This design comes from an exercise in tuning for small area, a short achievable clock period and few clock cycles per item on the open sky130 flow, not from production work. In this exercise RTL edits were held to simulation tests only and were not proved equivalent to the original. Power is estimated from default activity; no workload was simulated.

==> flow/design.v (excerpt) <==
module wdd_top (
  input  logic        clk_i,
  input  logic        rst_ni,
  input  logic        in_valid_i,
  output logic        in_stall_o,
  input  logic [31:0] in_value_i,
  input  logic        in_last_i,
  output logic        out_valid_o,
  input  logic        out_stall_i,
  output logic        out_match_now_o,
  output logic        out_found_so_far_o,
  output logic        out_array_done_o,
  input  logic        cfg_we_i,
  input  logic [4:0]  cfg_wdata_i
);
export LEC_CHECK = 0
export CAP_MARGIN = 10
export CORE_MARGIN = 2
export CORE_UTILIZATION = 55
export CTS_CLUSTER_DIAMETER = 80
export CTS_CLUSTER_SIZE = 25
export PLACE_DENSITY = 0.7
export SETUP_SLACK_MARGIN = 2.1
export SLEW_MARGIN = 10
create_clock -name core_clock -period 4.0 [get_ports {clk_i}]
standard.sh (not shown) runs the stock make flow with config.mk's settings and CLKGATE_MAP_FILE= SYNTH_SCRIPT=/design/flow/synth_recipe.tcl, a recipe that flattens the netlist after the stock synthesis.
==> flow/flow/run.sh <==
#!/bin/bash
# The standard layout (the standard.sh, unchanged synthesis, floorplan,
# power grid and tap cells), with two placement/repair settings changed:
#  - the port buffers are plain buf_4 cells instead of the delay-buffer cell
#    buffer_ports picks by default (every port still gets its own buffer);
#  - gate sizing may swap a cell for one with a different footprint.
# The full output of the run goes to standard.log in this folder.
set -o pipefail
bash standard.sh \
  BUFFER_PORTS_ARGS="-buffer_cell sky130_fd_sc_hd__buf_4" \
  MATCH_CELL_FOOTPRINT=0 \
  finish > standard.log 2>&1
The baseline finished clean.
Testbench counts at the start, summed over its fixed seeds: cycles 16,795, items 16,384.
Next try:
Settings changed: CAP_MARGIN 10 to 20, CTS_CLUSTER_DIAMETER 80 to 60, CTS_CLUSTER_SIZE 25 to 20, SETUP_SLACK_MARGIN 2.1 to 2.15, SLEW_MARGIN 10 to 20.
Result: The new run produced a clean layout. Cell area climbs by a few percent. Utilization went up by 1.6 points. Worst setup slack gets better by 0.030 ns. Via count stays flat. Fmax rose slightly. Combinational power is about the same. Die area is unchanged. Synthesized area does not change. Routed wire length went up slightly. Count of clock-buffer cells in the layout rose by 8.
Next try:
Settings changed: CORE_UTILIZATION 55 to 60, CTS_CLUSTER_DIAMETER 60 to 80, CTS_CLUSTER_SIZE 20 to 25, PLACE_DENSITY 0.7 to 0.75, SETUP_SLACK_MARGIN 2.15 to 2.1.
The changed run produced a clean layout. Global-route usage is higher by 1.2 points. Core utilization grows by 3.4 points. Hold slack degrades by 0.052 ns. Total power is lower by 5.3%. Sequential power decreases by about 0.8%.

* * *

Setup of red:
The RTL this note starts from:
==> flow/design.v <==
package wdd_pkg;
  localparam int ValueW           = 32;
  localparam int WindowKW         = 5;
  localparam int DefaultMaxWindow = 16;
  typedef struct packed {
    logic signed [ValueW-1:0] value;
    logic                     last_item;
  } wdd_in_t;
  typedef struct packed {
    logic match_now;
    logic found_so_far;
    logic array_done;
  } wdd_out_t;
endpackage
module wdd_cell (
  input  logic                              in_window_i,
  input  logic signed [wdd_pkg::ValueW-1:0] probe_i,
  input  logic signed [wdd_pkg::ValueW-1:0] value_i,
  output logic                              hit_o
);
  assign hit_o = in_window_i && (value_i == probe_i);
endmodule
module windowed_duplicate_detector
#(
  parameter int MAX_WINDOW = wdd_pkg::DefaultMaxWindow
) (
  input  logic                clk_i,
  input  logic                rst_ni,
  input  logic                in_valid_i,
  output logic                in_stall_o,
  input  wdd_pkg::wdd_in_t             in_data_i,
  output logic                out_valid_o,
  input  logic                out_stall_i,
  output wdd_pkg::wdd_out_t            out_data_o,
  input  logic                cfg_we_i,
  input  logic [wdd_pkg::WindowKW-1:0] cfg_wdata_i
);
  localparam int N     = MAX_WINDOW;
  localparam int PhW   = (N > 16) ? 5 : (N > 8) ? 4 : (N > 4) ? 3 : (N > 2) ? 2 : 1;
  localparam int CntW  = (N > 15) ? 5 : (N > 7) ? 4 : (N > 3) ? 3 : (N > 1) ? 2 : 1;
  localparam int NGrp  = (N % 2 == 0) ? N / 2 : N;
  localparam int GrpSz = N / NGrp;
  localparam int QD    = 3;
  logic [N-1:0][wdd_pkg::ValueW-1:0] ring_q;
  logic [CntW-1:0]              fill_q, fill_d;
  logic [PhW-1:0]               phase_q, phase_d;
  logic [wdd_pkg::WindowKW-1:0] window_k_q, window_k_d;
  logic                         stall_q, stall_d;
  logic                         in_xfer;
  logic [N-1:0]                 in_window;
  logic [CntW-1:0]              span_q, span_d;
  logic [N-1:0]                 hit_vec;
  logic [NGrp-1:0]              grp_hit;
  logic [NGrp-1:0]              hit_q;
  logic                         hlast_q;
  logic                         hvalid_q;
  logic                         seen_q;
  wdd_pkg::wdd_out_t            res;
  logic [QD-1:0][2:0]           q_data, q_data_d;
  logic [QD-1:0]                q_valid, q_valid_d;
  logic                         pop;
  assign in_stall_o = stall_q;
  assign in_xfer    = in_valid_i && !stall_q;
  always_ff @(posedge clk_i) begin
    ring_q[0] <= in_xfer ? in_data_i.value : ring_q[N-1];
    for (int j = 1; j < N; j++) begin
      ring_q[j] <= ring_q[j-1];
    end
  end
  always_comb begin
    span_d = span_q;
    if (cfg_we_i) begin
      span_d = (32'(fill_q) < 32'(window_k_d)) ? fill_q : CntW'(window_k_d);
    end else if (in_xfer) begin
      if (in_data_i.last_item) begin
        span_d = '0;
      end else if (32'(span_q) != 32'(window_k_q)) begin
        span_d = span_q + CntW'(1);
      end
    end
  end
  always_ff @(posedge clk_i or negedge rst_ni) begin
    if (!rst_ni) begin
      span_q <= '0;
    end else begin
      span_q <= span_d;
    end
  end
  for (genvar gi = 0; gi < N; gi++) begin : g_cell
    assign in_window[gi] = (CntW'(gi) < span_q);
    wdd_cell u_cell (
      .in_window_i(in_window[gi]),
      .probe_i    (in_data_i.value),
      .value_i    (ring_q[gi]),
      .hit_o      (hit_vec[gi])
    );
  end
  for (genvar gg = 0; gg < NGrp; gg++) begin : g_grp
    assign grp_hit[gg] = |hit_vec[gg*GrpSz +: GrpSz];
  end
  always_comb begin
    fill_d  = fill_q;
    phase_d = (phase_q == PhW'(N - 1)) ? '0 : phase_q + PhW'(1);
    if (in_xfer) begin
      phase_d = '0;
      if (in_data_i.last_item) begin
        fill_d = '0;
      end else if (fill_q != CntW'(N)) begin
        fill_d = fill_q + CntW'(1);
      end
    end
  end
  always_comb begin
    if (32'(cfg_wdata_i) > N) begin
      window_k_d = wdd_pkg::WindowKW'(N);
    end else begin
      window_k_d = cfg_wdata_i;
    end
  end
  always_ff @(posedge clk_i or negedge rst_ni) begin
    if (!rst_ni) begin
      window_k_q <= '0;
    end else if (cfg_we_i) begin
      window_k_q <= window_k_d;
    end
  end
  always_ff @(posedge clk_i or negedge rst_ni) begin
    if (!rst_ni) begin
      fill_q   <= '0;
      phase_q  <= '0;
      hvalid_q <= 1'b0;
    end else begin
      fill_q   <= fill_d;
      phase_q  <= phase_d;
      hvalid_q <= in_xfer;
    end
  end
  always_ff @(posedge clk_i) begin
    hit_q   <= grp_hit;
    hlast_q <= in_data_i.last_item;
  end
  always_comb begin
    res.match_now    = |hit_q;
    res.found_so_far = seen_q || res.match_now;
    res.array_done   = hlast_q;
  end
  always_ff @(posedge clk_i or negedge rst_ni) begin
    if (!rst_ni) begin
      seen_q <= 1'b0;
    end else if (hvalid_q) begin
      seen_q <= hlast_q ? 1'b0 : res.found_so_far;
    end
  end
  assign pop = q_valid[0] && !out_stall_i;
  always_comb begin
    logic [QD-1:0] v_after;
    logic          placed;
    v_after = pop ? (q_valid >> 1) : q_valid;
    placed  = 1'b0;
    q_valid_d = v_after;
    for (int e = 0; e < QD; e++) begin
      q_data_d[e] = (pop && e < QD - 1) ? q_data[(e < QD - 1) ? e + 1 : e] : q_data[e];
      if (hvalid_q && !placed && !v_after[e]) begin
        q_data_d[e]  = res;
        q_valid_d[e] = 1'b1;
        placed       = 1'b1;
      end
    end
  end
  always_ff @(posedge clk_i or negedge rst_ni) begin
    if (!rst_ni) begin
      q_valid <= '0;
    end else begin
      q_valid <= q_valid_d;
    end
  end
  always_ff @(posedge clk_i) begin
    for (int e = 0; e < QD; e++) begin
      q_data[e] <= q_data_d[e];
    end
  end
  assign stall_d = q_valid_d[QD-1] || (q_valid_d[QD-2] && in_xfer) ||
                   (!in_xfer && (fill_q != '0) && (phase_q != PhW'(N - 1)));
  always_ff @(posedge clk_i or negedge rst_ni) begin
    if (!rst_ni) begin
      stall_q <= 1'b0;
    end else begin
      stall_q <= stall_d;
    end
  end
  assign out_valid_o = q_valid[0];
  assign out_data_o  = q_data[0];
endmodule
module wdd_top (
  input  logic        clk_i,
  input  logic        rst_ni,
  input  logic        in_valid_i,
  output logic        in_stall_o,
  input  logic [31:0] in_value_i,
  input  logic        in_last_i,
  output logic        out_valid_o,
  input  logic        out_stall_i,
  output logic        out_match_now_o,
  output logic        out_found_so_far_o,
  output logic        out_array_done_o,
  input  logic        cfg_we_i,
  input  logic [4:0]  cfg_wdata_i
);
  wdd_pkg::wdd_in_t  in_data;
  wdd_pkg::wdd_out_t out_data;
  assign in_data.value     = in_value_i;
  assign in_data.last_item = in_last_i;
  windowed_duplicate_detector u_wdd (
    .clk_i(clk_i), .rst_ni(rst_ni),
    .in_valid_i(in_valid_i), .in_stall_o(in_stall_o), .in_data_i(in_data),
    .out_valid_o(out_valid_o), .out_stall_i(out_stall_i), .out_data_o(out_data),
    .cfg_we_i(cfg_we_i), .cfg_wdata_i(cfg_wdata_i)
  );
  assign out_match_now_o    = out_data.match_now;
  assign out_found_so_far_o = out_data.found_so_far;
  assign out_array_done_o   = out_data.array_done;
endmodule
==> flow/config.mk <==
export PLATFORM = sky130hd
export DESIGN_NAME = wdd_top
export DESIGN_NICKNAME = wdd_top
export VERILOG_FILES = /design/flow/design.v
export SDC_FILE = /design/flow/constraint.sdc
export NUM_CORES = 4
export LEC_CHECK = 0
export CAP_MARGIN = 5
export CORE_MARGIN = 2
export CORE_UTILIZATION = 55
export CTS_CLUSTER_DIAMETER = 80
export CTS_CLUSTER_SIZE = 25
export PLACE_DENSITY = 0.7
export SETUP_SLACK_MARGIN = 2.1
export SLEW_MARGIN = 5
==> flow/constraint.sdc <==
create_clock -name core_clock -period 4.0 [get_ports {clk_i}]
set_input_delay 0.8000 -clock core_clock [delete_from_list [all_inputs] [get_ports {clk_i}]]
set_output_delay 0.8000 -clock core_clock [all_outputs]
set_load 0.01 [all_outputs]
Scripts as last shown in full above: flow/flow/run.sh
Testbench counts of red, summed over its fixed seeds: cycles 16,795, items 16,384.
Input changes introduced in green (baseline for comparison: red):
Settings: CAP_MARGIN changed from 5 to 20; SLEW_MARGIN changed from 5 to 20; CORE_UTILIZATION changed from 55 to 40; PLACE_DENSITY removed (was 0.7); SETUP_SLACK_MARGIN changed from 2.1 to 2.0.
## What came out
green finished all stages; the layout is clean.
Relative to red, the floorplan core area measured on green has increased by more than a quarter.
Against red, green reports a met3 wirelength from detailed routing that is lower.
Changes observed in green relative to red: placed wire-length estimate after detailed placement rose by about 1.2%, sequential share of layout area fell by 0.36 points, slack of the critical path fell by 41 ps.
Logic depth of the worst setup path including buffers (higher): green

afterwards: timing with drivers on the ports:
The results above use ideal ports. As a check the final layouts listed here were re-extracted and re-timed, cells and wires unchanged.
Step 1, drivers: a clkbuf_16 drives clk_i and a buf_2 each remaining input, both assumed.
Step 2 also shifts input and output timing later by t, the mid clock arrival at the registers, as if the neighbouring blocks saw the same clock.
a / b / c = ideal / step 1 / step 2; a / b = the first two.
run | t, ns | slack for setup (ns) | hold WS [ns] | slew at the worst register clock pin (ns) | worst data-port slew with drivers (ns)
the first run of note 1 | 0.611 | 2.096 / 2.043 / 1.523 | 0.117 / 0.087 / 0.349 | 0.10 / 0.10 | 0.05
the second run of note 1 | 0.585 | 2.125 / 2.071 / 1.613 | 0.158 / 0.128 / 0.351 | 0.09 / 0.09 | 0.05
the third run of note 1 | 0.631 | 2.079 / 2.027 / 1.541 | 0.106 / 0.078 / 0.354 | 0.10 / 0.10 | 0.04
red | 0.611 | 2.096 / 2.043 / 1.523 | 0.117 / 0.087 / 0.349 | 0.10 / 0.10 | 0.05
green | 0.647 | 2.055 / 2.027 / 1.437 | 0.103 / 0.076 / 0.349 | 0.10 / 0.10 | 0.05
After both steps setup and hold are still met in every run listed. For green, which loses most, drivers alone change the setup slack by -0.028 ns; drivers and shift together by -0.618 ns.
